This is an optimization exercise on Yosys and OpenROAD, whose aim is small area, not a production implementation.
In this exercise RTL edits were held to simulation tests only and were not proved equivalent to the original.
No activity file was given, so power comes from the tool's default toggle rates.

==> flow/design.v <==
`timescale 1ns/1ns
module mac_stage1 (
  input  logic [35:0] kernel,
  input  logic [35:0] samples,
  output logic [14:0] part_n
);
  logic pp0_00;
  logic pp0_01;
  logic pp0_02;
  logic pp0_03;
  logic pp0_10;
  logic pp0_11;
  logic pp0_12;
  logic pp0_13;
  logic pp0_20;
  logic pp0_21;
  logic pp0_22;
  logic pp0_23;
  logic pp0_30;
  logic pp0_31;
  logic pp0_32;
  logic pp0_33;
  logic pp1_00;
  logic pp1_01;
  logic pp1_02;
  logic pp1_03;
  logic pp1_10;
  logic pp1_11;
  logic pp1_12;
  logic pp1_13;
  logic pp1_20;
  logic pp1_21;
  logic pp1_22;
  logic pp1_23;
  logic pp1_30;
  logic pp1_31;
  logic pp1_32;
  logic pp1_33;
  logic pp2_00;
  logic pp2_01;
  logic pp2_02;
  logic pp2_03;
  logic pp2_10;
  logic pp2_11;
  logic pp2_12;
  logic pp2_13;
  logic pp2_20;
  logic pp2_21;
  logic pp2_22;
  logic pp2_23;
  logic pp2_30;
  logic pp2_31;
  logic pp2_32;
  logic pp2_33;
  logic pp3_00;
  logic pp3_01;
  logic pp3_02;
  logic pp3_03;
  logic pp3_10;
  logic pp3_11;
  logic pp3_12;
  logic pp3_13;
  logic pp3_20;
  logic pp3_21;
  logic pp3_22;
  logic pp3_23;
  logic pp3_30;
  logic pp3_31;
  logic pp3_32;
  logic pp3_33;
  logic pp4_00;
  logic pp4_01;
  logic pp4_02;
  logic pp4_03;
  logic pp4_10;
  logic pp4_11;
  logic pp4_12;
  logic pp4_13;
  logic pp4_20;
  logic pp4_21;
  logic pp4_22;
  logic pp4_23;
  logic pp4_30;
  logic pp4_31;
  logic pp4_32;
  logic pp4_33;
  logic pp5_00;
  logic pp5_01;
  logic pp5_02;
  logic pp5_03;
  logic pp5_10;
  logic pp5_11;
  logic pp5_12;
  logic pp5_13;
  logic pp5_20;
  logic pp5_21;
  logic pp5_22;
  logic pp5_23;
  logic pp5_30;
  logic pp5_31;
  logic pp5_32;
  logic pp5_33;
  logic pp6_00;
  logic pp6_01;
  logic pp6_02;
  logic pp6_03;
  logic pp6_10;
  logic pp6_11;
  logic pp6_12;
  logic pp6_13;
  logic pp6_20;
  logic pp6_21;
  logic pp6_22;
  logic pp6_23;
  logic pp6_30;
  logic pp6_31;
  logic pp6_32;
  logic pp6_33;
  logic pp7_00;
  logic pp7_01;
  logic pp7_02;
  logic pp7_03;
  logic pp7_10;
  logic pp7_11;
  logic pp7_12;
  logic pp7_13;
  logic pp7_20;
  logic pp7_21;
  logic pp7_22;
  logic pp7_23;
  logic pp7_30;
  logic pp7_31;
  logic pp7_32;
  logic pp7_33;
  logic pp8_00;
  logic pp8_01;
  logic pp8_02;
  logic pp8_03;
  logic pp8_10;
  logic pp8_11;
  logic pp8_12;
  logic pp8_13;
  logic pp8_20;
  logic pp8_21;
  logic pp8_22;
  logic pp8_23;
  logic pp8_30;
  logic pp8_31;
  logic pp8_32;
  logic pp8_33;
  logic fs0;
  logic fc0;
  logic fs1;
  logic fc1;
  logic fs2;
  logic fc2;
  logic fs3;
  logic fc3;
  logic fs4;
  logic fc4;
  logic fs5;
  logic fc5;
  logic fs6;
  logic fc6;
  logic fs7;
  logic fc7;
  logic fs8;
  logic fc8;
  logic fs9;
  logic fc9;
  logic fs10;
  logic fc10;
  logic fs11;
  logic fc11;
  logic fs12;
  logic fc12;
  logic fs13;
  logic fc13;
  logic hs14;
  logic hc14;
  logic fs15;
  logic fc15;
  logic fs16;
  logic fc16;
  logic fs17;
  logic fc17;
  logic fs18;
  logic fc18;
  logic fs19;
  logic fc19;
  logic fs20;
  logic fc20;
  logic fs21;
  logic fc21;
  logic fs22;
  logic fc22;
  logic fs23;
  logic fc23;
  logic fs24;
  logic fc24;
  logic fs25;
  logic fc25;
  logic fs26;
  logic fc26;
  logic fs27;
  logic fc27;
  logic fs28;
  logic fc28;
  logic fs29;
  logic fc29;
  logic fs30;
  logic fc30;
  logic fs31;
  logic fc31;
  logic fs32;
  logic fc32;
  logic hs33;
  logic hc33;
  logic fs34;
  logic fc34;
  logic fs35;
  logic fc35;
  logic fs36;
  logic fc36;
  logic fs37;
  logic fc37;
  logic fs38;
  logic fc38;
  logic fs39;
  logic fc39;
  logic fs40;
  logic fc40;
  logic fs41;
  logic fc41;
  logic fs42;
  logic fc42;
  logic fs43;
  logic fc43;
  logic fs44;
  logic fc44;
  logic fs45;
  logic fc45;
  logic fs46;
  logic fc46;
  logic fs47;
  logic fc47;
  logic fs48;
  logic fc48;
  logic fs49;
  logic fc49;
  logic fs50;
  logic fc50;
  logic fs51;
  logic fc51;
  logic fs52;
  logic fc52;
  logic fs53;
  logic fc53;
  logic fs54;
  logic fc54;
  logic fs55;
  logic fc55;
  logic fs56;
  logic fc56;
  logic fs57;
  logic fc57;
  logic fs58;
  logic fc58;
  logic fs59;
  logic fc59;
  logic fs60;
  logic fc60;
  logic fs61;
  logic fc61;
  logic fs62;
  logic fc62;
  logic fs63;
  logic fc63;
  logic fs64;
  logic fc64;
  logic fs65;
  logic fc65;
  logic fs66;
  logic fc66;
  logic fs67;
  logic fc67;
  logic fs68;
  logic fc68;
  logic fs69;
  logic fc69;
  logic fs70;
  logic fc70;
  logic fs71;
  logic fc71;
  logic fs72;
  logic fc72;
  logic fs73;
  logic fc73;
  logic fs74;
  logic fc74;
  logic fs75;
  logic fc75;
  logic fs76;
  logic fc76;
  logic fs77;
  logic fc77;
  logic fs78;
  logic fc78;
  logic fs79;
  logic fc79;
  logic fs80;
  logic fc80;
  logic fs81;
  logic fc81;
  logic fs82;
  logic fc82;
  logic fs83;
  logic fc83;
  logic fs84;
  logic fc84;
  logic fs85;
  logic fc85;
  logic fs86;
  logic fc86;
  logic hs87;
  logic hc87;
  logic fs88;
  logic fc88;
  logic fs89;
  logic fc89;
  logic fs90;
  logic fc90;
  logic fs91;
  logic fc91;
  logic fs92;
  logic fc92;
  logic fs93;
  logic fc93;
  logic fs94;
  logic fc94;
  logic fs95;
  logic fc95;
  logic fs96;
  logic fc96;
  logic fs97;
  logic fc97;
  logic fs98;
  logic fc98;
  logic fs99;
  logic fc99;
  logic fs100;
  logic fc100;
  logic fs101;
  logic fc101;
  logic fs102;
  logic fc102;
  logic fs103;
  logic fc103;
  logic fs104;
  logic fc104;
  logic fs105;
  logic fc105;
  logic fs106;
  logic fc106;
  logic fs107;
  logic fc107;
  logic fs108;
  logic fc108;
  logic fs109;
  logic fc109;
  logic fs110;
  logic fc110;
  logic fs111;
  logic fc111;
  logic fs112;
  logic fc112;
  logic fs113;
  logic fc113;
  logic fs114;
  logic fc114;
  logic fs115;
  logic fc115;
  logic fs116;
  logic fc116;
  logic fs117;
  logic fc117;
  logic fs118;
  logic fc118;
  logic fs119;
  logic fc119;
  logic fs120;
  logic fc120;
  logic fs121;
  logic fc121;
  logic fs122;
  logic fc122;
  logic fs123;
  logic fc123;
  logic fs124;
  logic fc124;
  logic fs125;
  logic fc125;
  logic fs126;
  logic fc126;
  logic fs127;
  logic fc127;
  logic fs128;
  logic fc128;
  logic fs129;
  logic fc129;
  logic fs130;
  logic fc130;
  logic fs131;
  logic fc131;
  assign pp0_00 = ~(kernel[0] & samples[0]);
  assign pp0_01 = ~(kernel[0] & samples[1]);
  assign pp0_02 = ~(kernel[0] & samples[2]);
  assign pp0_03 = ~(kernel[0] & samples[3]);
  assign pp0_10 = ~(kernel[1] & samples[0]);
  assign pp0_11 = ~(kernel[1] & samples[1]);
  assign pp0_12 = ~(kernel[1] & samples[2]);
  assign pp0_13 = ~(kernel[1] & samples[3]);
  assign pp0_20 = ~(kernel[2] & samples[0]);
  assign pp0_21 = ~(kernel[2] & samples[1]);
  assign pp0_22 = ~(kernel[2] & samples[2]);
  assign pp0_23 = ~(kernel[2] & samples[3]);
  assign pp0_30 = ~(kernel[3] & samples[0]);
  assign pp0_31 = ~(kernel[3] & samples[1]);
  assign pp0_32 = ~(kernel[3] & samples[2]);
  assign pp0_33 = ~(kernel[3] & samples[3]);
  assign pp1_00 = ~(kernel[4] & samples[4]);
  assign pp1_01 = ~(kernel[4] & samples[5]);
  assign pp1_02 = ~(kernel[4] & samples[6]);
  assign pp1_03 = ~(kernel[4] & samples[7]);
  assign pp1_10 = ~(kernel[5] & samples[4]);
  assign pp1_11 = ~(kernel[5] & samples[5]);
  assign pp1_12 = ~(kernel[5] & samples[6]);
  assign pp1_13 = ~(kernel[5] & samples[7]);
  assign pp1_20 = ~(kernel[6] & samples[4]);
  assign pp1_21 = ~(kernel[6] & samples[5]);
  assign pp1_22 = ~(kernel[6] & samples[6]);
  assign pp1_23 = ~(kernel[6] & samples[7]);
  assign pp1_30 = ~(kernel[7] & samples[4]);
  assign pp1_31 = ~(kernel[7] & samples[5]);
  assign pp1_32 = ~(kernel[7] & samples[6]);
  assign pp1_33 = ~(kernel[7] & samples[7]);
  assign pp2_00 = ~(kernel[8] & samples[8]);
  assign pp2_01 = ~(kernel[8] & samples[9]);
  assign pp2_02 = ~(kernel[8] & samples[10]);
  assign pp2_03 = ~(kernel[8] & samples[11]);
  assign pp2_10 = ~(kernel[9] & samples[8]);
  assign pp2_11 = ~(kernel[9] & samples[9]);
  assign pp2_12 = ~(kernel[9] & samples[10]);
  assign pp2_13 = ~(kernel[9] & samples[11]);
  assign pp2_20 = ~(kernel[10] & samples[8]);
  assign pp2_21 = ~(kernel[10] & samples[9]);
  assign pp2_22 = ~(kernel[10] & samples[10]);
  assign pp2_23 = ~(kernel[10] & samples[11]);
  assign pp2_30 = ~(kernel[11] & samples[8]);
  assign pp2_31 = ~(kernel[11] & samples[9]);
  assign pp2_32 = ~(kernel[11] & samples[10]);
  assign pp2_33 = ~(kernel[11] & samples[11]);
  assign pp3_00 = ~(kernel[12] & samples[12]);
  assign pp3_01 = ~(kernel[12] & samples[13]);
  assign pp3_02 = ~(kernel[12] & samples[14]);
  assign pp3_03 = ~(kernel[12] & samples[15]);
  assign pp3_10 = ~(kernel[13] & samples[12]);
  assign pp3_11 = ~(kernel[13] & samples[13]);
  assign pp3_12 = ~(kernel[13] & samples[14]);
  assign pp3_13 = ~(kernel[13] & samples[15]);
  assign pp3_20 = ~(kernel[14] & samples[12]);
  assign pp3_21 = ~(kernel[14] & samples[13]);
  assign pp3_22 = ~(kernel[14] & samples[14]);
  assign pp3_23 = ~(kernel[14] & samples[15]);
  assign pp3_30 = ~(kernel[15] & samples[12]);
  assign pp3_31 = ~(kernel[15] & samples[13]);
  assign pp3_32 = ~(kernel[15] & samples[14]);
  assign pp3_33 = ~(kernel[15] & samples[15]);
  assign pp4_00 = ~(kernel[16] & samples[16]);
  assign pp4_01 = ~(kernel[16] & samples[17]);
  assign pp4_02 = ~(kernel[16] & samples[18]);
  assign pp4_03 = ~(kernel[16] & samples[19]);
  assign pp4_10 = ~(kernel[17] & samples[16]);
  assign pp4_11 = ~(kernel[17] & samples[17]);
  assign pp4_12 = ~(kernel[17] & samples[18]);
  assign pp4_13 = ~(kernel[17] & samples[19]);
  assign pp4_20 = ~(kernel[18] & samples[16]);
  assign pp4_21 = ~(kernel[18] & samples[17]);
  assign pp4_22 = ~(kernel[18] & samples[18]);
  assign pp4_23 = ~(kernel[18] & samples[19]);
  assign pp4_30 = ~(kernel[19] & samples[16]);
  assign pp4_31 = ~(kernel[19] & samples[17]);
  assign pp4_32 = ~(kernel[19] & samples[18]);
  assign pp4_33 = ~(kernel[19] & samples[19]);
  assign pp5_00 = ~(kernel[20] & samples[20]);
  assign pp5_01 = ~(kernel[20] & samples[21]);
  assign pp5_02 = ~(kernel[20] & samples[22]);
  assign pp5_03 = ~(kernel[20] & samples[23]);
  assign pp5_10 = ~(kernel[21] & samples[20]);
  assign pp5_11 = ~(kernel[21] & samples[21]);
  assign pp5_12 = ~(kernel[21] & samples[22]);
  assign pp5_13 = ~(kernel[21] & samples[23]);
  assign pp5_20 = ~(kernel[22] & samples[20]);
  assign pp5_21 = ~(kernel[22] & samples[21]);
  assign pp5_22 = ~(kernel[22] & samples[22]);
  assign pp5_23 = ~(kernel[22] & samples[23]);
  assign pp5_30 = ~(kernel[23] & samples[20]);
  assign pp5_31 = ~(kernel[23] & samples[21]);
  assign pp5_32 = ~(kernel[23] & samples[22]);
  assign pp5_33 = ~(kernel[23] & samples[23]);
  assign pp6_00 = ~(kernel[24] & samples[24]);
  assign pp6_01 = ~(kernel[24] & samples[25]);
  assign pp6_02 = ~(kernel[24] & samples[26]);
  assign pp6_03 = ~(kernel[24] & samples[27]);
  assign pp6_10 = ~(kernel[25] & samples[24]);
  assign pp6_11 = ~(kernel[25] & samples[25]);
  assign pp6_12 = ~(kernel[25] & samples[26]);
  assign pp6_13 = ~(kernel[25] & samples[27]);
  assign pp6_20 = ~(kernel[26] & samples[24]);
  assign pp6_21 = ~(kernel[26] & samples[25]);
  assign pp6_22 = ~(kernel[26] & samples[26]);
  assign pp6_23 = ~(kernel[26] & samples[27]);
  assign pp6_30 = ~(kernel[27] & samples[24]);
  assign pp6_31 = ~(kernel[27] & samples[25]);
  assign pp6_32 = ~(kernel[27] & samples[26]);
  assign pp6_33 = ~(kernel[27] & samples[27]);
  assign pp7_00 = ~(kernel[28] & samples[28]);
  assign pp7_01 = ~(kernel[28] & samples[29]);
  assign pp7_02 = ~(kernel[28] & samples[30]);
  assign pp7_03 = ~(kernel[28] & samples[31]);
  assign pp7_10 = ~(kernel[29] & samples[28]);
  assign pp7_11 = ~(kernel[29] & samples[29]);
  assign pp7_12 = ~(kernel[29] & samples[30]);
  assign pp7_13 = ~(kernel[29] & samples[31]);
  assign pp7_20 = ~(kernel[30] & samples[28]);
  assign pp7_21 = ~(kernel[30] & samples[29]);
  assign pp7_22 = ~(kernel[30] & samples[30]);
  assign pp7_23 = ~(kernel[30] & samples[31]);
  assign pp7_30 = ~(kernel[31] & samples[28]);
  assign pp7_31 = ~(kernel[31] & samples[29]);
  assign pp7_32 = ~(kernel[31] & samples[30]);
  assign pp7_33 = ~(kernel[31] & samples[31]);
  assign pp8_00 = ~(kernel[32] & samples[32]);
  assign pp8_01 = ~(kernel[32] & samples[33]);
  assign pp8_02 = ~(kernel[32] & samples[34]);
  assign pp8_03 = ~(kernel[32] & samples[35]);
  assign pp8_10 = ~(kernel[33] & samples[32]);
  assign pp8_11 = ~(kernel[33] & samples[33]);
  assign pp8_12 = ~(kernel[33] & samples[34]);
  assign pp8_13 = ~(kernel[33] & samples[35]);
  assign pp8_20 = ~(kernel[34] & samples[32]);
  assign pp8_21 = ~(kernel[34] & samples[33]);
  assign pp8_22 = ~(kernel[34] & samples[34]);
  assign pp8_23 = ~(kernel[34] & samples[35]);
  assign pp8_30 = ~(kernel[35] & samples[32]);
  assign pp8_31 = ~(kernel[35] & samples[33]);
  assign pp8_32 = ~(kernel[35] & samples[34]);
  assign pp8_33 = ~(kernel[35] & samples[35]);
  conv_fa u_fa0 (.a(pp0_00), .b(pp1_00), .c(pp2_00), .s(fs0), .co(fc0));
  conv_fa u_fa1 (.a(pp3_00), .b(pp4_00), .c(pp5_00), .s(fs1), .co(fc1));
  conv_fa u_fa2 (.a(pp6_00), .b(pp7_00), .c(pp8_00), .s(fs2), .co(fc2));
  conv_fa u_fa3 (.a(fs0), .b(fs1), .c(fs2), .s(fs3), .co(fc3));
  conv_fa u_fa4 (.a(pp0_01), .b(pp0_10), .c(pp1_01), .s(fs4), .co(fc4));
  conv_fa u_fa5 (.a(pp1_10), .b(pp2_01), .c(pp2_10), .s(fs5), .co(fc5));
  conv_fa u_fa6 (.a(pp3_01), .b(pp3_10), .c(pp4_01), .s(fs6), .co(fc6));
  conv_fa u_fa7 (.a(pp4_10), .b(pp5_01), .c(pp5_10), .s(fs7), .co(fc7));
  conv_fa u_fa8 (.a(pp6_01), .b(pp6_10), .c(pp7_01), .s(fs8), .co(fc8));
  conv_fa u_fa9 (.a(pp7_10), .b(pp8_01), .c(pp8_10), .s(fs9), .co(fc9));
  conv_fa u_fa10 (.a(fc0), .b(fc1), .c(fc2), .s(fs10), .co(fc10));
  conv_fa u_fa11 (.a(fs4), .b(fs5), .c(fs6), .s(fs11), .co(fc11));
  conv_fa u_fa12 (.a(fs7), .b(fs8), .c(fs9), .s(fs12), .co(fc12));
  conv_fa u_fa13 (.a(fc3), .b(fs10), .c(fs11), .s(fs13), .co(fc13));
  conv_hai u_ha14 (.a_n(fs12), .b_n(fs13), .s_n(hs14), .co_n(hc14));
  conv_fa u_fa15 (.a(pp0_02), .b(pp0_11), .c(pp0_20), .s(fs15), .co(fc15));
  conv_fa u_fa16 (.a(pp1_02), .b(pp1_11), .c(pp1_20), .s(fs16), .co(fc16));
  conv_fa u_fa17 (.a(pp2_02), .b(pp2_11), .c(pp2_20), .s(fs17), .co(fc17));
  conv_fa u_fa18 (.a(pp3_02), .b(pp3_11), .c(pp3_20), .s(fs18), .co(fc18));
  conv_fa u_fa19 (.a(pp4_02), .b(pp4_11), .c(pp4_20), .s(fs19), .co(fc19));
  conv_fa u_fa20 (.a(pp5_02), .b(pp5_11), .c(pp5_20), .s(fs20), .co(fc20));
  conv_fa u_fa21 (.a(pp6_02), .b(pp6_11), .c(pp6_20), .s(fs21), .co(fc21));
  conv_fa u_fa22 (.a(pp7_02), .b(pp7_11), .c(pp7_20), .s(fs22), .co(fc22));
  conv_fa u_fa23 (.a(pp8_02), .b(pp8_11), .c(pp8_20), .s(fs23), .co(fc23));
  conv_fa u_fa24 (.a(fc4), .b(fc5), .c(fc6), .s(fs24), .co(fc24));
  conv_fa u_fa25 (.a(fc7), .b(fc8), .c(fc9), .s(fs25), .co(fc25));
  conv_fa u_fa26 (.a(fs15), .b(fs16), .c(fs17), .s(fs26), .co(fc26));
  conv_fa u_fa27 (.a(fs18), .b(fs19), .c(fs20), .s(fs27), .co(fc27));
  conv_fa u_fa28 (.a(fs21), .b(fs22), .c(fs23), .s(fs28), .co(fc28));
  conv_fa u_fa29 (.a(fc10), .b(fc11), .c(fc12), .s(fs29), .co(fc29));
  conv_fa u_fa30 (.a(fs24), .b(fs25), .c(fs26), .s(fs30), .co(fc30));
  conv_fa u_fa31 (.a(fs27), .b(fs28), .c(fc13), .s(fs31), .co(fc31));
  conv_fa u_fa32 (.a(fs29), .b(fs30), .c(hc14), .s(fs32), .co(fc32));
  conv_hai u_ha33 (.a_n(fs31), .b_n(fs32), .s_n(hs33), .co_n(hc33));
  conv_fa u_fa34 (.a(pp0_03), .b(pp0_12), .c(pp0_21), .s(fs34), .co(fc34));
  conv_fa u_fa35 (.a(pp0_30), .b(pp1_03), .c(pp1_12), .s(fs35), .co(fc35));
  conv_fa u_fa36 (.a(pp1_21), .b(pp1_30), .c(pp2_03), .s(fs36), .co(fc36));
  conv_fa u_fa37 (.a(pp2_12), .b(pp2_21), .c(pp2_30), .s(fs37), .co(fc37));
  conv_fa u_fa38 (.a(pp3_03), .b(pp3_12), .c(pp3_21), .s(fs38), .co(fc38));
  conv_fa u_fa39 (.a(pp3_30), .b(pp4_03), .c(pp4_12), .s(fs39), .co(fc39));
  conv_fa u_fa40 (.a(pp4_21), .b(pp4_30), .c(pp5_03), .s(fs40), .co(fc40));
  conv_fa u_fa41 (.a(pp5_12), .b(pp5_21), .c(pp5_30), .s(fs41), .co(fc41));
  conv_fa u_fa42 (.a(pp6_03), .b(pp6_12), .c(pp6_21), .s(fs42), .co(fc42));
  conv_fa u_fa43 (.a(pp6_30), .b(pp7_03), .c(pp7_12), .s(fs43), .co(fc43));
  conv_fa u_fa44 (.a(pp7_21), .b(pp7_30), .c(pp8_03), .s(fs44), .co(fc44));
  conv_fa u_fa45 (.a(pp8_12), .b(pp8_21), .c(pp8_30), .s(fs45), .co(fc45));
  conv_fa u_fa46 (.a(fc15), .b(fc16), .c(fc17), .s(fs46), .co(fc46));
  conv_fa u_fa47 (.a(fc18), .b(fc19), .c(fc20), .s(fs47), .co(fc47));
  conv_fa u_fa48 (.a(fc21), .b(fc22), .c(fc23), .s(fs48), .co(fc48));
  conv_fa u_fa49 (.a(fs34), .b(fs35), .c(fs36), .s(fs49), .co(fc49));
  conv_fa u_fa50 (.a(fs37), .b(fs38), .c(fs39), .s(fs50), .co(fc50));
  conv_fa u_fa51 (.a(fs40), .b(fs41), .c(fs42), .s(fs51), .co(fc51));
  conv_fa u_fa52 (.a(fs43), .b(fs44), .c(fs45), .s(fs52), .co(fc52));
  conv_fa u_fa53 (.a(fc24), .b(fc25), .c(fc26), .s(fs53), .co(fc53));
  conv_fa u_fa54 (.a(fc27), .b(fc28), .c(fs46), .s(fs54), .co(fc54));
  conv_fa u_fa55 (.a(fs47), .b(fs48), .c(fs49), .s(fs55), .co(fc55));
  conv_fa u_fa56 (.a(fs50), .b(fs51), .c(fs52), .s(fs56), .co(fc56));
  conv_fa u_fa57 (.a(fc29), .b(fc30), .c(fs53), .s(fs57), .co(fc57));
  conv_fa u_fa58 (.a(fs54), .b(fs55), .c(fs56), .s(fs58), .co(fc58));
  conv_fa u_fa59 (.a(fc31), .b(fs57), .c(fs58), .s(fs59), .co(fc59));
  conv_fa u_fa60 (.a(fc32), .b(fs59), .c(hc33), .s(fs60), .co(fc60));
  conv_fa u_fa61 (.a(pp0_13), .b(pp0_22), .c(pp0_31), .s(fs61), .co(fc61));
  conv_fa u_fa62 (.a(pp1_13), .b(pp1_22), .c(pp1_31), .s(fs62), .co(fc62));
  conv_fa u_fa63 (.a(pp2_13), .b(pp2_22), .c(pp2_31), .s(fs63), .co(fc63));
  conv_fa u_fa64 (.a(pp3_13), .b(pp3_22), .c(pp3_31), .s(fs64), .co(fc64));
  conv_fa u_fa65 (.a(pp4_13), .b(pp4_22), .c(pp4_31), .s(fs65), .co(fc65));
  conv_fa u_fa66 (.a(pp5_13), .b(pp5_22), .c(pp5_31), .s(fs66), .co(fc66));
  conv_fa u_fa67 (.a(pp6_13), .b(pp6_22), .c(pp6_31), .s(fs67), .co(fc67));
  conv_fa u_fa68 (.a(pp7_13), .b(pp7_22), .c(pp7_31), .s(fs68), .co(fc68));
  conv_fa u_fa69 (.a(pp8_13), .b(pp8_22), .c(pp8_31), .s(fs69), .co(fc69));
  conv_fa u_fa70 (.a(fc34), .b(fc35), .c(fc36), .s(fs70), .co(fc70));
  conv_fa u_fa71 (.a(fc37), .b(fc38), .c(fc39), .s(fs71), .co(fc71));
  conv_fa u_fa72 (.a(fc40), .b(fc41), .c(fc42), .s(fs72), .co(fc72));
  conv_fa u_fa73 (.a(fc43), .b(fc44), .c(fc45), .s(fs73), .co(fc73));
  conv_fa u_fa74 (.a(fs61), .b(fs62), .c(fs63), .s(fs74), .co(fc74));
  conv_fa u_fa75 (.a(fs64), .b(fs65), .c(fs66), .s(fs75), .co(fc75));
  conv_fa u_fa76 (.a(fs67), .b(fs68), .c(fs69), .s(fs76), .co(fc76));
  conv_fa u_fa77 (.a(fc46), .b(fc47), .c(fc48), .s(fs77), .co(fc77));
  conv_fa u_fa78 (.a(fc49), .b(fc50), .c(fc51), .s(fs78), .co(fc78));
  conv_fa u_fa79 (.a(fc52), .b(fs70), .c(fs71), .s(fs79), .co(fc79));
  conv_fa u_fa80 (.a(fs72), .b(fs73), .c(fs74), .s(fs80), .co(fc80));
  conv_fa u_fa81 (.a(fs75), .b(fs76), .c(fc53), .s(fs81), .co(fc81));
  conv_fa u_fa82 (.a(fc54), .b(fs77), .c(fc55), .s(fs82), .co(fc82));
  conv_fa u_fa83 (.a(fc56), .b(fs78), .c(fs79), .s(fs83), .co(fc83));
  conv_fa u_fa84 (.a(fs80), .b(fc57), .c(fs81), .s(fs84), .co(fc84));
  conv_fa u_fa85 (.a(fc58), .b(fs82), .c(fs83), .s(fs85), .co(fc85));
  conv_fa u_fa86 (.a(fs84), .b(fc59), .c(fs85), .s(fs86), .co(fc86));
  conv_hai u_ha87 (.a_n(fc60), .b_n(fs86), .s_n(hs87), .co_n(hc87));
  conv_fa u_fa88 (.a(pp0_23), .b(pp0_32), .c(pp1_23), .s(fs88), .co(fc88));
  conv_fa u_fa89 (.a(pp1_32), .b(pp2_23), .c(pp2_32), .s(fs89), .co(fc89));
  conv_fa u_fa90 (.a(pp3_23), .b(pp3_32), .c(pp4_23), .s(fs90), .co(fc90));
  conv_fa u_fa91 (.a(pp4_32), .b(pp5_23), .c(pp5_32), .s(fs91), .co(fc91));
  conv_fa u_fa92 (.a(pp6_23), .b(pp6_32), .c(pp7_23), .s(fs92), .co(fc92));
  conv_fa u_fa93 (.a(pp7_32), .b(pp8_23), .c(pp8_32), .s(fs93), .co(fc93));
  conv_fa u_fa94 (.a(fc61), .b(fc62), .c(fc63), .s(fs94), .co(fc94));
  conv_fa u_fa95 (.a(fc64), .b(fc65), .c(fc66), .s(fs95), .co(fc95));
  conv_fa u_fa96 (.a(fc67), .b(fc68), .c(fc69), .s(fs96), .co(fc96));
  conv_fa u_fa97 (.a(fs88), .b(fs89), .c(fs90), .s(fs97), .co(fc97));
  conv_fa u_fa98 (.a(fs91), .b(fs92), .c(fs93), .s(fs98), .co(fc98));
  conv_fa u_fa99 (.a(fc70), .b(fc71), .c(fc72), .s(fs99), .co(fc99));
  conv_fa u_fa100 (.a(fc73), .b(fc74), .c(fc75), .s(fs100), .co(fc100));
  conv_fa u_fa101 (.a(fc76), .b(fs94), .c(fs95), .s(fs101), .co(fc101));
  conv_fa u_fa102 (.a(fs96), .b(fs97), .c(fs98), .s(fs102), .co(fc102));
  conv_fa u_fa103 (.a(fc77), .b(fc78), .c(fc79), .s(fs103), .co(fc103));
  conv_fa u_fa104 (.a(fs99), .b(fc80), .c(fs100), .s(fs104), .co(fc104));
  conv_fa u_fa105 (.a(fs101), .b(fs102), .c(fc81), .s(fs105), .co(fc105));
  conv_fa u_fa106 (.a(fc82), .b(fc83), .c(fs103), .s(fs106), .co(fc106));
  conv_fa u_fa107 (.a(fs104), .b(fc84), .c(fs105), .s(fs107), .co(fc107));
  conv_fa u_fa108 (.a(fc85), .b(fs106), .c(fs107), .s(fs108), .co(fc108));
  conv_fa u_fa109 (.a(fc86), .b(hc87), .c(fs108), .s(fs109), .co(fc109));
  conv_fa u_fa110 (.a(pp0_33), .b(pp1_33), .c(pp2_33), .s(fs110), .co(fc110));
  conv_fa u_fa111 (.a(pp3_33), .b(pp4_33), .c(pp5_33), .s(fs111), .co(fc111));
  conv_fa u_fa112 (.a(pp6_33), .b(pp7_33), .c(pp8_33), .s(fs112), .co(fc112));
  conv_fa u_fa113 (.a(fc88), .b(fc89), .c(fc90), .s(fs113), .co(fc113));
  conv_fa u_fa114 (.a(fc91), .b(fc92), .c(fc93), .s(fs114), .co(fc114));
  conv_fa u_fa115 (.a(fs110), .b(fs111), .c(fs112), .s(fs115), .co(fc115));
  conv_fa u_fa116 (.a(fc94), .b(fc95), .c(fc96), .s(fs116), .co(fc116));
  conv_fa u_fa117 (.a(fc97), .b(fc98), .c(fs113), .s(fs117), .co(fc117));
  conv_fa u_fa118 (.a(fs114), .b(fs115), .c(fc99), .s(fs118), .co(fc118));
  conv_fa u_fa119 (.a(fc100), .b(fc101), .c(fs116), .s(fs119), .co(fc119));
  conv_fa u_fa120 (.a(fc102), .b(fs117), .c(fc103), .s(fs120), .co(fc120));
  conv_fa u_fa121 (.a(fs118), .b(fc104), .c(fs119), .s(fs121), .co(fc121));
  conv_fa u_fa122 (.a(fc105), .b(fc106), .c(fs120), .s(fs122), .co(fc122));
  conv_fa u_fa123 (.a(fs121), .b(fc107), .c(fs122), .s(fs123), .co(fc123));
  conv_fa u_fa124 (.a(fc110), .b(fc111), .c(fc112), .s(fs124), .co(fc124));
  conv_fa u_fa125 (.a(fc113), .b(fc114), .c(fc115), .s(fs125), .co(fc125));
  conv_fa u_fa126 (.a(fs124), .b(fc116), .c(fc117), .s(fs126), .co(fc126));
  conv_fa u_fa127 (.a(fs125), .b(fc118), .c(fc119), .s(fs127), .co(fc127));
  conv_fa u_fa128 (.a(fs126), .b(fc120), .c(fc121), .s(fs128), .co(fc128));
  conv_fa u_fa129 (.a(fs127), .b(fc122), .c(fs128), .s(fs129), .co(fc129));
  conv_fa u_fa130 (.a(fc124), .b(fc125), .c(fc126), .s(fs130), .co(fc130));
  conv_fa u_fa131 (.a(fc127), .b(fs130), .c(fc128), .s(fs131), .co(fc131));
  assign part_n = {fc131, fc130, fs131, fc129, fs129, fc123, fc109, fs123, fc108, fs109, hs87, fs60, hs33, hs14, fs3};
endmodule
module mac_stage2 (
  input  logic [14:0] part_n,
  output logic [10:0] sum_n
);
  logic fs132;
  logic fc132;
  logic fs133;
  logic fc133;
  logic fs134;
  logic fc134;
  logic fs135;
  logic fc135;
  conv_fa u_fa132 (.a(part_n[6]), .b(part_n[7]), .c(part_n[8]), .s(fs132), .co(fc132));
  conv_fa u_fa133 (.a(part_n[10]), .b(part_n[9]), .c(fc132), .s(fs133), .co(fc133));
  conv_fa u_fa134 (.a(part_n[11]), .b(part_n[12]), .c(fc133), .s(fs134), .co(fc134));
  conv_fa u_fa135 (.a(part_n[13]), .b(part_n[14]), .c(fc134), .s(fs135), .co(fc135));
  assign sum_n = {fc135, fs135, fs134, fs133, fs132, part_n[5], part_n[4], part_n[3], part_n[2], part_n[1], part_n[0]};
endmodule
module conv_fa (
  input  logic a,
  input  logic b,
  input  logic c,
  output logic s,
  output logic co
);
  assign s = a ^ b ^ c;
  assign co = (a & b) | (a & c) | (b & c);
endmodule
module conv_hai (
  input  logic a_n,
  input  logic b_n,
  output logic s_n,
  output logic co_n
);
  assign s_n = ~(a_n ^ b_n);
  assign co_n = a_n | b_n;
endmodule
`timescale 1ns/1ns
module ahb_convolver (
  input  logic       tb_clk,
  input  logic       reset,
  input  logic       hsel,
  input  logic [4-1:0]  haddr,
  input  logic [1:0] htrans,
  input  logic       hwrite,
  input  logic [16-1:0]  hwdata,
  output logic [16-1:0]  hrdata,
  output logic       hresp
);
  logic        accept;
  logic        addr_error;
  logic        pop;
  logic [11:0] read_mux;
  logic [11:0] rdata_q;
  logic [2:0]  wr_sel;
  logic [35:0] coeff_stage;
  logic [11:0] sample_stage;
  logic        load_coeff;
  logic        load_sample;
  logic        busy;
  logic        empty;
  logic        overflow;
  logic [10:0] rd_data;
  assign accept = hsel && htrans[1];
  always_comb begin
    case (haddr)
      4'd0, 4'd2: addr_error = hwrite;
      4'd4, 4'd6, 4'd8, 4'd10, 4'd12: addr_error = 1'b0;
      default: addr_error = 1'b1;
    endcase
  end
  assign pop = accept && !hwrite && (haddr == 4'd2);
  always_comb begin
    case (haddr[3:1])
      3'd0: read_mux = {9'd0, overflow, !empty, busy};
      3'd1: read_mux = {1'b0, rd_data};
      3'd2: read_mux = sample_stage;
      3'd3: read_mux = coeff_stage[11:0];
      3'd4: read_mux = coeff_stage[23:12];
      3'd5: read_mux = coeff_stage[35:24];
      default: read_mux = '0;
    endcase
  end
  always_ff @(posedge tb_clk) begin
    if (reset) begin
      hresp <= 1'b0;
      rdata_q <= '0;
      wr_sel <= '0;
    end else begin
      hresp <= accept && addr_error;
      rdata_q <= (accept && !hwrite && !addr_error) ? read_mux : '0;
      wr_sel <= (accept && hwrite && !addr_error) ? haddr[3:1] : 3'd0;
    end
  end
  assign hrdata = {4'd0, rdata_q};
  logic [11:0] stage_data;
  assign stage_data = hwdata[11:0] & {12{!reset}};
  always_ff @(posedge tb_clk) begin
    if (reset || wr_sel == 3'd2) sample_stage <= stage_data;
    if (reset || wr_sel == 3'd3) coeff_stage[11:0] <= stage_data;
    if (reset || wr_sel == 3'd4) coeff_stage[23:12] <= stage_data;
    if (reset || wr_sel == 3'd5) coeff_stage[35:24] <= stage_data;
  end
  always_ff @(posedge tb_clk) begin
    if (reset) begin
      load_coeff <= 1'b0;
      load_sample <= 1'b0;
    end else begin
      load_coeff <= (wr_sel == 3'd6) && hwdata[0];
      load_sample <= (wr_sel == 3'd6) && hwdata[1] && !hwdata[0];
    end
  end
  logic [35:0] kernel;
  logic        kernel_clear;
  logic [23:0] window;
  logic [1:0]  fill_q;
  always_ff @(posedge tb_clk) begin
    if (reset) begin
      kernel_clear <= 1'b1;
    end else if (load_coeff) begin
      kernel_clear <= 1'b0;
    end
  end
  always_ff @(posedge tb_clk) begin
    if (load_coeff) kernel <= coeff_stage;
  end
  always_ff @(posedge tb_clk) begin
    if (load_sample) window <= {sample_stage, window[23:12]};
  end
  logic [14:0] part_n;
  logic [14:0] part_q;
  logic [10:0] sum_n;
  logic [10:0] res_q [1:2];
  logic [2:0]  vld_q;
  logic        push;
  mac_stage1 i_mac_stage1 (
    .kernel  (kernel),
    .samples ({sample_stage, window}),
    .part_n  (part_n)
  );
  mac_stage2 i_mac_stage2 (
    .part_n  (part_q),
    .sum_n   (sum_n)
  );
  always_ff @(posedge tb_clk) begin
    part_q <= part_n;
    res_q[1] <= ~sum_n & {11{!kernel_clear}};
    res_q[2] <= res_q[1];
  end
  always_ff @(posedge tb_clk) begin
    if (reset) begin
      fill_q <= '0;
      vld_q <= '0;
    end else begin
      if (load_sample && !fill_q[1]) fill_q <= fill_q + 2'd1;
      vld_q <= {vld_q[1:0], load_sample && fill_q[1]};
    end
  end
  assign push = vld_q[2];
  assign busy = (|vld_q) || load_coeff || load_sample;
  logic [15:0][10:0] mem;
  logic [4:0]  wr_ptr;
  logic [4:0]  rd_ptr;
  logic        full;
  assign empty = (wr_ptr == rd_ptr);
  assign full = (wr_ptr == {~rd_ptr[4], rd_ptr[3:0]});
  always_ff @(posedge tb_clk) begin
    for (int i = 0; i < 16; i++) begin
      if (push && !full && wr_ptr[3:0] == 4'(i)) mem[i] <= res_q[2];
    end
  end
  always_ff @(posedge tb_clk) begin
    if (reset) begin
      wr_ptr <= '0;
      rd_ptr <= '0;
      overflow <= 1'b0;
    end else begin
      if (push && !full) wr_ptr <= wr_ptr + 5'd1;
      if (pop && !empty) rd_ptr <= rd_ptr + 5'd1;
      if (push && full) overflow <= 1'b1;
    end
  end
  always_comb begin
    rd_data = '0;
    for (int i = 0; i < 16; i++) begin
      rd_data = rd_data | (mem[i] & {11{rd_ptr[3:0] == 4'(i) && !empty}});
    end
  end
endmodule
==> flow/flow/run.sh <==
#!/bin/bash
set -euo pipefail
export BUFFER_PORTS_ARGS="-buffer_cell sky130_fd_sc_hd__buf_1"
export CTS_ARGS="-sink_clustering_enable -repair_clock_nets -dont_use_dummy_load -buf_list sky130_fd_sc_hd__clkbuf_8 -sink_clustering_size 16 -sink_clustering_max_diameter 100"
bash standard.sh > standard.log 2>&1
==> flow/standard.sh <==
#!/bin/bash
# synth_recipe.tcl (not shown) runs the flow's synth.tcl, then flattens the netlist and writes it again
# the make line also repeats each setting of config.mk as NAME=value (left out here)
make -C /OpenROAD-flow-scripts/flow DESIGN_CONFIG=/design/flow/config.mk WORK_HOME=/design/flow/orfs CLKGATE_MAP_FILE= SYNTH_SCRIPT=/design/flow/synth_recipe.tcl "${@:-finish}"
==> flow/config.mk <==
export PLATFORM = sky130hd
export DESIGN_NAME = ahb_convolver
export DESIGN_NICKNAME = ahb_convolver
export VERILOG_FILES = /design/flow/design.v
export SDC_FILE = /design/flow/constraint.sdc
export NUM_CORES = 4
export LEC_CHECK = 0
export CAP_MARGIN = 20
export CORE_MARGIN = 2
export CORE_UTILIZATION = 65
export GPL_TIMING_DRIVEN = 0
export SLEW_MARGIN = 20
export SYNTH_HIERARCHICAL = 1
==> flow/constraint.sdc <==
create_clock -name core_clock -period 6.0 [get_ports {tb_clk}]
set_input_delay 1.2000 -clock core_clock [delete_from_list [all_inputs] [get_ports {tb_clk}]]
set_output_delay 1.2000 -clock core_clock [all_outputs]
set_load 0.01 [all_outputs]
==> out/summary.txt, run 1 <==
slowest cell delay on critical path -> 660 ps
total core area -> 24300 µm²
Final Slew Violations -> 0
Final HPWL DP -> 28500 µm
post-synthesis adder-cell area fraction -> 0.174
Lkg Pwr -> 5.61 nW
CTS Buf Count -> 26
synth warn -> 8
R2R Path End -> part_q[5]$_DFF_P_
gr ovfl total -> 0
top_reg_cell synth -> edfxtp_1
FF+latch area -> 9970 µm²
Chip Height -> 161 µm
gpl congestion -> 0.926
num rows -> 57
max-cap viol count -> 0
Worst R2R Path Depth -> 10
clk buf depth -> 3
Detail Route Antenna Nets -> 0
multiplexer share of the synthesized area -> 0.00807
Post-Synth XOR/XNOR Area -> 0.00986
pin count of the biggest net entering global routing -> 30
TritonCTS Sinks -> 356
Setup TNS -> 0 ps
Mean Syn Cell Area -> 15.0 µm²
Critical Path Source -> sample_stage[1]$_DFFE_PP_
arrival time at the worst endpoint -> 5290 ps
CTS tree -> done
Setup Skew -> 64.3 ps
Setup Fix Bufs, Post-CTS -> 0
DRC -> 0
Vias/cell -> 6.35
worst hold path type -> reg -> reg
post-CTS sizing -> 0
worst skew pair latency -> 600 ps
Starting Density -> 0.663
# hold bufs at CTS -> 0
reg2reg start -> sample_stage[1]$_DFFE_PP_
CP cell instances -> nand2_1 -> fa_1 -> fa_1 -> fa_1 -> fa_1 -> fa_1 -> fa_1 -> fa_1 -> fa_1 -> buf_4
run status -> finished clean
Slew HR -> 0.259
Clock Root Buffer -> clkbuf_8
vias in the first global route -> 9303
Pwr Total -> 4.46 mW
Req. time, crit path -> 6460 ps
Compound-Gate Fraction of Synth Area -> 0.0852
Post-synth ARST share -> 0
critical path's most frequent cell -> fa_1
largest family of logic cells by synthesized area -> adder cells
# setup viols final -> 0
fmax -> 0.207 GHz
Syn Inst Count -> 1078
die width -> 161 µm
DR WL/cell -> 26.5 µm
minimum clock period -> 4830 ps
most frequent cells in the layout -> 284 x edfxtp_1, 159 x nand2_1, 133 x fa_1
VDD IR-drop max -> 0.000222 V
Mapped Area -> 16100 µm²
gr usage total -> 0.311
synth unique cells -> 56
final wirelength -> 38800 µm
Worst-Margin Slew -> 1110 ps
crit path buf inv count -> 1
IO buf count -> 32
DIE AREA -> 26100 µm²
Post-Route Utilization -> 0.703
DR iter-0 viols -> 1314
Crit path max-delay family -> adder cells
Filler cells -> 1678
Layout Nets -> 1313
CP Capture Type -> flop
diode count -> 0
initial antenna violation count -> 0
Startpoint Class -> flop
Multi-input gate area -> 5740 µm²
Final Hold Violating Endpoints -> 0
CP Depth -> 10
1st-pass router iterations -> 6
Worst-path clk slew -> 90 ps
Simple-Gate Fraction of Synth Area -> 0.0758
Yosys reg bits -> 356
PwrDens -> 261 nW/µm²
Seq/Total Area, Yosys -> 0.619
first-pass GRT wire length -> 57900 µm
CTS H-tree depth -> 1
I/O pins -> 43
share of cells above drive strength 1 -> 0.0833
Setup CP Type -> reg -> reg
critical path's slowest cell -> edfxtp_1
crit path capture -> part_q[5]$_DFF_P_
R2R Setup Slk -> 1170 ps
detailed-route via count -> 9309
Post-synth EDFFs -> 284
fin crit share -> 0.805
area growth from synthesis to layout -> 6.05%
RSZ-0062 raised after global routing -> false
most frequent standard cell in the layout excluding fill and tap cells -> edfxtp_1
crit-path max FO -> 6
cell families (layout without fill, tap and decap cells):
kind of cell / count (synthesis) / after routing
adder cells (fa/ha/maj): 144 / 144
AND/OR/NAND/NOR: 284 / 284
multiplexers: 13 / 13
flip-flops: 356 / 356
other: 1 / 4
buffers and inverters: 92 / 152
AO/OA/AOI/OAI: 175 / 175
XOR/XNOR: 13 / 13
worst reg2reg max path: cells and delay by family (launching register included):
family	cells	cell delay [ps]
flip-flops	1	660
buffers and inverters	1	140
AND/OR/NAND/NOR	1	160
adder cells (fa/ha/maj)	8	3750
sequential cells by signal (all words and copies together) (netlist names), 2 cells and up:
name / flops
sample_stage: 12
kernel: 36
part_q: 15
wr_ptr: 5
wr_sel: 3
res_q: 22
vld_q: 3
mem: 176
window: 24
rd_ptr: 5
fill_q: 2
coeff_stage: 36
rdata_q: 12
synth_stat cells (all sizes together), types with 5 or more instances:
library cell | instances | area [µm²]
mux2i | 13 | 130
edfxtp | 284 | 8530
inv | 25 | 93.8
o21bai | 5 | 37.5
o22ai | 22 | 138
nor4 | 9 | 62.6
fa | 133 | 2660
a22oi | 48 | 360
xor2 | 10 | 133
ha | 11 | 138
nand2 | 160 | 608
a22o | 12 | 105
a221oi | 21 | 184
o21ai | 12 | 63.8
nor2b | 19 | 119
nand3 | 5 | 25.0
a21oi | 13 | 65.1
clkbuf | 31 | 116
buf | 36 | 251
dfxtp | 72 | 1440
nor2 | 69 | 262
a21o | 7 | 52.6
a222oi | 13 | 130
nor3 | 5 | 25.0
how the worst min path moves through the flow:
stage,start,to,slack [ps],depth (start not counted)
global placement,res_q[1][10]$_DFF_P_,res_q[2][10]$_DFF_P_,310,0
detailed placement,res_q[1][3]$_DFF_P_,res_q[2][3]$_DFF_P_,310,0
CTS,res_q[1][7]$_DFF_P_,res_q[2][7]$_DFF_P_,330,0
finish,res_q[1][7]$_DFF_P_,res_q[2][7]$_DFF_P_,330,0
global route,res_q[1][10]$_DFF_P_,res_q[2][10]$_DFF_P_,340,0
floorplan,res_q[1][0]$_DFF_P_,res_q[2][0]$_DFF_P_,310,0
where the power goes:
group,switching [mW],internal [mW]
Clock,0.724,0.388
Combinational,0.254,0.348
Sequential,0.0399,2.71
Total,1.02,3.44
per-module statistics from Yosys (local to each module, per instance):
module | cell area (µm²) | flops+latches
mac_stage1 | 653 | 0
conv_hai | 27.5 | 0
conv_fa | 20.0 | 0
ahb_convolver | 12600 | 356
mac_stage2 | 82.6 | 0
per-layer routing:
metal	vias up	global-route usage	part of all wire
met1	4670	0.478	0.41
li1	3991	-	-
met4	0	0.111	0.044
met2	558	0.448	0.43
met3	90	0.0657	0.12
met5	-	0	0
through the flow:
step                      setup WS, ps  instance area (µm²)  hold slack (ps)  cells
final                             1170                17100              334   1465
after global routing              1040                17100              344   1465
after CTS                         1230                17100              334   1465
after detailed placement          1270                16700              312   1439
after global placement            1340                16700              314   1437
after floorplan                   1700                16100              310   1081
cell type report:
class | instances | share of cell area
clock buffers | 26 | 0.0209
flip-flops and latches | 356 | 0.583
multi-input cells | 633 | 0.336
plain buffers | 67 | 0.0215
well taps | 324 | 0.0237
repair buffers | 34 | 0.00886
inverters | 25 | 0.00549
==> run 2, diff against run 1 <==
==> flow/flow/run.sh (replaced) <==
#!/bin/bash
set -euo pipefail
export BUFFER_PORTS_ARGS="-buffer_cell sky130_fd_sc_hd__buf_1"
export CTS_ARGS="-sink_clustering_enable -repair_clock_nets -dont_use_dummy_load -buf_list sky130_fd_sc_hd__clkbuf_4 -sink_clustering_size 10 -sink_clustering_max_diameter 60"
bash standard.sh > standard.log 2>&1
--- a/flow/config.mk
+++ b/flow/config.mk
@@ -8,6 +8,5 @@
 export CAP_MARGIN = 20
 export CORE_MARGIN = 2
 export CORE_UTILIZATION = 65
-export GPL_TIMING_DRIVEN = 0
 export SLEW_MARGIN = 20
 export SYNTH_HIERARCHICAL = 1
==> run 2 against run 1 <==
Still clean. Utilization fell by 0.98 points. Design area down 1.4%. Routed wire length fell by 3.2%. Global-route usage down 0.88 points. Cell count is 1.3% lower. Sequential share of layout area grew 0.81 points. Worst setup slack improved by 210 ps. Via count decreased by 1.2%. Worst hold slack got worse by 12 ps. Non-clock buffer count shrank 38. Power down 6.2%. Largest power group unchanged.
==> out/summary.txt, run 2 <==
DIE AREA -> 26100 µm² (unchanged)
Req. time, crit path -> 6450 ps (was 6460 ps)
CP Capture Type -> flop (unchanged)
Comb pwr share -> 0.094 (was 0.135)
PwrDens -> 248 nW/µm² (was 261 nW/µm²)
Yosys top cell by area -> edfxtp_1 (unchanged)
net switching power -> 975 µW (was 1.02 mW)
Pwr Total -> 4.19 mW (was 4.46 mW)
Post-synth ARST share -> 0 (unchanged)
CTS tree -> done (unchanged)
Setup Skew -> 75.2 ps (was 64.3 ps)
CTS Buf Count -> 43 (was 26)
gr usage total -> 0.302 (was 0.311)
Worst R2R Path Depth -> 11 (was 10)
ranking of synthesized cells by area -> edfxtp_1 53%, fa_1 17%, dfxtp_1 8.9% (unchanged)
vias in the first global route -> 9365 (was 9303)
gr ovfl total -> 0 (unchanged)
Final HPWL DP -> 26500 µm (was 28500 µm)
P_int -> 3.21 mW (was 3.44 mW)
most frequent cells after synthesis -> 284 x edfxtp_1, 159 x nand2_1, 133 x fa_1 (unchanged)
final wirelength -> 37600 µm (was 38800 µm)
first-pass GRT wire length -> 56600 µm (was 57900 µm)
Top reg by flops -> mem (unchanged)
CTS H-tree depth -> 2 (was 1)
setup slack after layout -> 1380 ps (was 1170 ps)
Lkg Pwr -> 5.55 nW (was 5.61 nW)
Starting Density -> 0.663 (unchanged)
Startpoint Class -> flop (unchanged)
Net Sw Frac -> 0.233 (was 0.228)
IO buf count -> 33 (was 32)
Slew HR -> 0.261 (was 0.259)
DRC -> 0 (unchanged)
fmax -> 0.217 GHz (was 0.207 GHz)
Worst-Margin Slew -> 1110 ps (about the same)
most frequent cell after synthesis -> edfxtp_1 (unchanged)
Final Slew Violations -> 0 (unchanged)
RSZ-0062 raised after global routing -> false (unchanged)
synth warn -> 8 (unchanged)
top_reg_cell synth -> edfxtp_1 (unchanged)
clk buf depth -> 3 (unchanged)
gpl congestion -> 0.919 (was 0.926)
Vias/cell -> 6.36 (was 6.35)
hold depth -> 1 (was 0)
DR iter-0 viols -> 1108 (was 1314)
detailed-route via count -> 9195 (was 9309)
DR WL/cell -> 26.0 µm (was 26.5 µm)
pin count of the biggest net entering global routing -> 39 (was 30)
Setup CP Type -> reg -> reg (unchanged)
run status -> finished clean (unchanged)
total core area -> 24300 µm² (unchanged)
initial antenna violation count -> 3 (was 0)
fin crit share -> 0.769 (was 0.805)
# hold bufs at CTS -> 0 (unchanged)
VDD IR-drop max -> 0.000187 V (was 0.000222 V)
arrival time at the worst endpoint -> 5070 ps (was 5290 ps)
post-CTS sizing -> 0 (unchanged)
max reg flops -> 176 (unchanged)
Layout Nets -> 1292 (was 1313)
# setup viols final -> 0 (unchanged)
Worst-path clk slew -> 100 ps (was 90 ps)
Placement Setup Slack -> 1480 ps (was 1270 ps)
Syn Inst Count -> 1078 (unchanged)
Mapped Area -> 16100 µm² (unchanged)
Seq/Total Area, Yosys -> 0.619 (unchanged)
worst hold path type -> reg -> reg (unchanged)
top-area cell type share of the netlist area -> 0.529 (unchanged)
most frequent standard cell in the layout excluding fill and tap cells -> edfxtp_1 (unchanged)
biggest registers after layout -> mem (176), coeff_stage (36), kernel (36) (unchanged)
share of cells above drive strength 1 -> 0.0821 (was 0.0833)
area growth from synthesis to layout -> 4.56% (was 6.05%)
Post-Route Utilization -> 0.693 (was 0.703)
max-cap viol count -> 0 (unchanged)
TritonCTS Sinks -> 356 (unchanged)
num rows -> 57 (unchanged)
I/O pins -> 43 (unchanged)
Yosys reg bits -> 356 (unchanged)
Setup Fix Bufs, Post-CTS -> 0 (unchanged)
Seq pwr share -> 0.656 (was 0.616)
most frequent cells in the layout -> 284 x edfxtp_1, 159 x nand2_1, 133 x fa_1 (unchanged)
Final Hold Violating Endpoints -> 0 (unchanged)
Detail Route Antenna Nets -> 0 (unchanged)
Post-synth EDFFs -> 284 (unchanged)
worst skew pair latency -> 650 ps (was 600 ps)
die width -> 161 µm (unchanged)
Mean Syn Cell Area -> 15.0 µm² (unchanged)
1st-pass router iterations -> 8 (was 6)
Setup TNS -> 0 ps (unchanged)
minimum clock period -> 4620 ps (was 4830 ps)
synth unique cells -> 56 (unchanged)
Chip Height -> 161 µm (unchanged)
Filler cells -> 1710 (was 1678)
Clock power frac -> 0.249 (about the same)
WHS -> 323 ps (was 334 ps)
crit-path max FO -> 6 (unchanged)
Clock Root Buffer -> clkbuf_4 (was clkbuf_8)
==> run 2: cell type report <==
type                    count  area, µm²  share of cell area
well taps                 324        405              0.0241
flip-flops and latches    356       9970               0.592
repair buffers             63        349              0.0207
clock buffers              43        323              0.0192
multi-input cells         633       5710               0.339
inverters                  25       93.8             0.00557
diodes                      2       5.00            0.000297
==> run 2: final timing paths <==
check	startpoint	end	slack (ps)
setup / recovery	sample_stage[0]$_DFFE_PP_	part_q[5]$_DFF_P_	1380
hold / removal	part_q[5]$_DFF_P_	res_q[1][5]$_DFF_P_	320
setup reg to reg	sample_stage[0]$_DFFE_PP_	part_q[5]$_DFF_P_	1380
hold reg to reg	part_q[5]$_DFF_P_	res_q[1][5]$_DFF_P_	320
==> run 2: worst max-delay path, cell delays in order, from the launching register on <==
cell      delay, ps
edfxtp_1        560
nand2_1         150
fa_1            520
fa_1            630
fa_1            450
fa_1            410
fa_1            500
fa_1            490
inv_1            50
ha_1            170
inv_1            70
fa_1            410
==> run 2: layer usage <==
metal	wire [µm]	track usage	part of all wire	vias up
met4	1240	0.104	0.033	2
met1	16000	0.457	0.43	4689
li1	-	-	-	3967
met2	16600	0.446	0.44	460
met3	3670	0.0614	0.098	77
met5	13	0	0.00035	-
==> run 2: power groups by stage <==
stage | combinational (mW) | sequential [mW] | clock, mW
final | 0.395 | 2.75 | 1.04
after global routing | 0.463 | 2.76 | 1.16
after CTS | 0.405 | 2.75 | 1.06
after detailed placement | 0.402 | 2.80 | 0
after global placement | 0.397 | 2.80 | 0
after floorplan | 0.488 | 2.79 | 0
==> run 2: Yosys stat by module, one instance, submodules excluded <==
module | flip-flops and latches | cell area (µm²)
conv_fa | 0 | 20.0
ahb_convolver | 356 | 12600
conv_hai | 0 | 27.5
mac_stage2 | 0 | 82.6
mac_stage1 | 0 | 653
==> run 2: metrics by stage <==
step	cells	instance area, µm²
floorplan	1081	16100
global placement	1401	16500
detailed placement	1401	16500
CTS	1444	16800
global route	1446	16900
finish	1446	16900
==> run 2: cell families after synthesis <==
logic type,share of synthesized area
compound gates,0.0852
xor+xnor,0.00986
fa+ha+maj,0.174
buf+inv,0.0286
flops,0.619
mux,0.00807
other cells,0.000233
simple gates,0.0758
==> run 3, diff against run 2 <==
--- a/flow/config.mk
+++ b/flow/config.mk
@@ -7,6 +7,6 @@
 export LEC_CHECK = 0
 export CAP_MARGIN = 20
 export CORE_MARGIN = 2
-export CORE_UTILIZATION = 65
+export CORE_UTILIZATION = 72
 export SLEW_MARGIN = 20
 export SYNTH_HIERARCHICAL = 1
==> run 3 against run 2 <==
Critical path depth unchanged. Clock skew is 1.1 ps higher. Sequential share of layout area is 0.26 points higher. Critical endpoint unchanged. Largest power group unchanged.
==> out/summary.txt, run 3 <==
synth unique cells -> 56 (unchanged)
Net Sw Frac -> 0.234 (was 0.233)
Layout Nets -> 1290 (was 1292)
most frequent cells in the layout -> 284 x edfxtp_1, 159 x nand2_1, 133 x fa_1 (unchanged)
num rows -> 54 (was 57)
post-CTS sizing -> 0 (unchanged)
I/O pins -> 43 (unchanged)
arrival time at the worst endpoint -> 5130 ps (was 5070 ps)
Syn Inst Count -> 1078 (unchanged)
minimum clock period -> 4650 ps (was 4620 ps)
Cells after DPL -> 1356 (was 1401)
Placement Setup Slack -> 1410 ps (was 1480 ps)
max-cap viol count -> 0 (unchanged)
pin count of the biggest net entering global routing -> 39 (unchanged)
Clock Root Buffer -> clkbuf_4 (unchanged)
Seq pwr share -> 0.658 (was 0.656)
final std cells w/o fill -> 1400 (was 1446)
area growth from synthesis to layout -> 4.11% (was 4.56%)
Req. time, crit path -> 6480 ps (was 6450 ps)
1st-pass router iterations -> 7 (was 8)
Final HPWL DP -> 26100 µm (was 26500 µm)
Post-synth ARST share -> 0 (unchanged)
most frequent cell after synthesis -> edfxtp_1 (unchanged)
Vias/cell -> 6.66 (was 6.36)
Worst-path clk slew -> 100 ps (about the same)
first-pass GRT wire length -> 56600 µm (about the same)
DR iter-0 viols -> 1101 (was 1108)
biggest registers after layout -> mem (176), coeff_stage (36), kernel (36) (unchanged)
most frequent standard cell in the layout excluding fill and tap cells -> edfxtp_1 (unchanged)
DR WL/cell -> 26.4 µm (was 26.0 µm)
Seq/Total Area, Yosys -> 0.619 (unchanged)
# setup viols final -> 0 (unchanged)
Setup Fix Bufs, Post-CTS -> 0 (unchanged)
gr usage total -> 0.329 (was 0.302)
CP Capture Type -> flop (unchanged)
vias in the first global route -> 9506 (was 9365)
most frequent cells after synthesis -> 284 x edfxtp_1, 159 x nand2_1, 133 x fa_1 (unchanged)
total core area -> 21900 µm² (was 24300 µm²)
Setup CP Type -> reg -> reg (unchanged)
Detail Route Antenna Nets -> 0 (unchanged)
Lkg Pwr -> 5.55 nW (about the same)
top_reg_cell synth -> edfxtp_1 (unchanged)
synth warn -> 8 (unchanged)
clk buf depth -> 3 (unchanged)
net switching power -> 978 µW (was 975 µW)
Filler cells -> 1354 (was 1710)
WHS -> 335 ps (was 323 ps)
Yosys reg bits -> 356 (unchanged)
Chip Height -> 154 µm (was 161 µm)
setup slack after layout -> 1350 ps (was 1380 ps)
Mapped Area -> 16100 µm² (unchanged)
Yosys top cell by area -> edfxtp_1 (unchanged)
Slew HR -> 0.166 (was 0.261)
CP cell instances -> nand2_1 -> fa_1 -> fa_1 -> fa_1 -> fa_1 -> fa_1 -> fa_1 -> inv_1 -> ha_1 -> inv_1 -> fa_1 (unchanged)
Mean Syn Cell Area -> 15.0 µm² (unchanged)
TritonCTS Sinks -> 356 (unchanged)
top-area cell type share of the netlist area -> 0.529 (unchanged)
Final Slew Violations -> 0 (unchanged)
Worst-Margin Slew -> 1250 ps (was 1110 ps)
Final Hold Violating Endpoints -> 0 (unchanged)
Setup Skew -> 76.3 ps (was 75.2 ps)
Top reg by flops -> mem (unchanged)
critical path's slowest cell -> fa_1 (unchanged)
crit path buf inv count -> 2 (unchanged)
Startpoint Class -> flop (unchanged)
gpl congestion -> 0.949 (was 0.919)
Setup TNS -> 0 ps (unchanged)
crit-path max FO -> 6 (unchanged)
design area -> 16800 µm² (was 16900 µm²)
PwrDens -> 249 nW/µm² (was 248 nW/µm²)
Starting Density -> 0.736 (was 0.663)
initial antenna violation count -> 1 (was 3)
run status -> finished clean (unchanged)
DIE AREA -> 23600 µm² (was 26100 µm²)
Cell Area, Placed -> 16500 µm² (about the same)
final wirelength -> 36900 µm (was 37600 µm)
die width -> 154 µm (was 161 µm)
Multi-input gate area -> 5700 µm² (was 5710 µm²)
worst hold path type -> reg -> reg (unchanged)
DRC -> 0 (unchanged)
IO buf count -> 33 (unchanged)
ranking of synthesized cells by area -> edfxtp_1 53%, fa_1 17%, dfxtp_1 8.9% (unchanged)
Crit path max-delay family -> adder cells (unchanged)
gr ovfl total -> 0 (unchanged)
slowest cell delay on critical path -> 660 ps (was 630 ps)
Post-synth EDFFs -> 284 (unchanged)
# hold bufs at CTS -> 0 (unchanged)
CTS tree -> done (unchanged)
VDD IR-drop max -> 0.000190 V (was 0.000187 V)
fmax -> 0.215 GHz (was 0.217 GHz)
P_int -> 3.20 mW (was 3.21 mW)
Pwr Total -> 4.18 mW (was 4.19 mW)
Comb pwr share -> 0.093 (was 0.094)
FF+latch area -> 9970 µm² (unchanged)
Clock power frac -> 0.249 (about the same)
CTS H-tree depth -> 2 (unchanged)
RSZ-0062 raised after global routing -> false (unchanged)
Post-Route Utilization -> 0.767 (was 0.693)
CTS Buf Count -> 42 (was 43)
fin crit share -> 0.775 (was 0.769)
max reg flops -> 176 (unchanged)
detailed-route via count -> 9319 (was 9195)
share of cells above drive strength 1 -> 0.0796 (was 0.0821)
worst skew pair latency -> 670 ps (was 650 ps)
critical path's most frequent cell -> fa_1 (unchanged)
-- run 3: cell counts after synthesis --
No cell type changed its count.
-- run 3: power groups by stage --
stage	clock (mW)	combinational, mW	sequential (mW)
global placement	0	0.382	2.81
detailed placement	0	0.397	2.81
floorplan	0	0.488	2.79
global route	1.14	0.472	2.76
CTS	1.05	0.399	2.75
finish	1.04	0.388	2.75
-- run 3: worst paths after layout --
kind | end | slack [ps] | cells past startpoint | startpoint
worst max-delay path | part_q[5]$_DFF_P_ | 1350 | 11 | sample_stage[2]$_DFFE_PP_
worst min-delay path | res_q[2][0]$_DFF_P_ | 340 | 0 | res_q[1][0]$_DFF_P_
worst min register to register | res_q[2][0]$_DFF_P_ | 340 | 0 | res_q[1][0]$_DFF_P_
worst max register to register | part_q[5]$_DFF_P_ | 1350 | 11 | sample_stage[2]$_DFFE_PP_
-- run 3: metal layers --
metal	track usage	up-vias	wire length, µm
li1	-	3961	-
met1	0.498	4593	14300
met3	0.0846	92	4890
met2	0.478	673	16400
met4	0.116	0	1290
met5	0	-	0
-- run 3: cell type report --
type | count | share of cell area
Sequential cell | 356 | 0.594
Multi-Input combinational cell | 633 | 0.340
Tap cell | 280 | 0.0209
Timing Repair Buffer | 62 | 0.0204
Clock buffer | 42 | 0.0188
Inverter | 25 | 0.00559
Antenna cell | 2 | 0.000298
-- run 3: cells by family (layout without fill, tap and decap cells) --
group,count (synthesis),after routing,share of synthesized area
flip-flops,356,356,0.619
AND/OR/NAND/NOR,284,284,0.0758
AO/OA/AOI/OAI,175,175,0.0852
adder cells (fa/ha/maj),144,144,0.174
buffers and inverters,92,129,0.0286
XOR/XNOR,13,13,0.00986
multiplexers,13,13,0.00807
other,1,6,0.000233
-- run 3: worst reg2reg max path, delay by kind of cell (launching register included) --
kind,cells,cell delay (ps)
AND/OR/NAND/NOR,1,150
flip-flops,1,590
adder cells (fa/ha/maj),8,3600
buffers and inverters,2,110
-- run 3: per-module statistics from Yosys (local to each module, per instance) --
module,flops+latches,cells inside,copies in the design,area [µm²]
ahb_convolver,356,760,1,12600
conv_fa,0,1,133,20.0
conv_hai,0,5,3,27.5
mac_stage1,0,159,1,653
mac_stage2,0,11,1,82.6

-- re-timing with driven ports --
How much do the figures lean on ideal ports? The routed layouts below were timed once more, with nothing changed but the port constraints. Step 1 assumes that a clkbuf_16 drives the clock port and a buf_2 every other input. Step 2 times the ports against the registers' clock, not the clock port: input delays grow and output delays shrink by t, the midpoint of the rising clock arrivals with the driver on. a / b / c = ideal ports / drivers / drivers and shift; a / b = the first two.
run | t, ns | setup WS [ns] | worst setup path after step 2
run 1 | 0.617 | 1.172 / 1.172 / 1.172 | register to register
run 2 | 0.668 | 1.385 / 1.385 / 1.385 | register to register
run 3 | 0.683 | 1.351 / 1.351 / 1.351 | register to register
After both steps setup and hold are still met in every run listed.
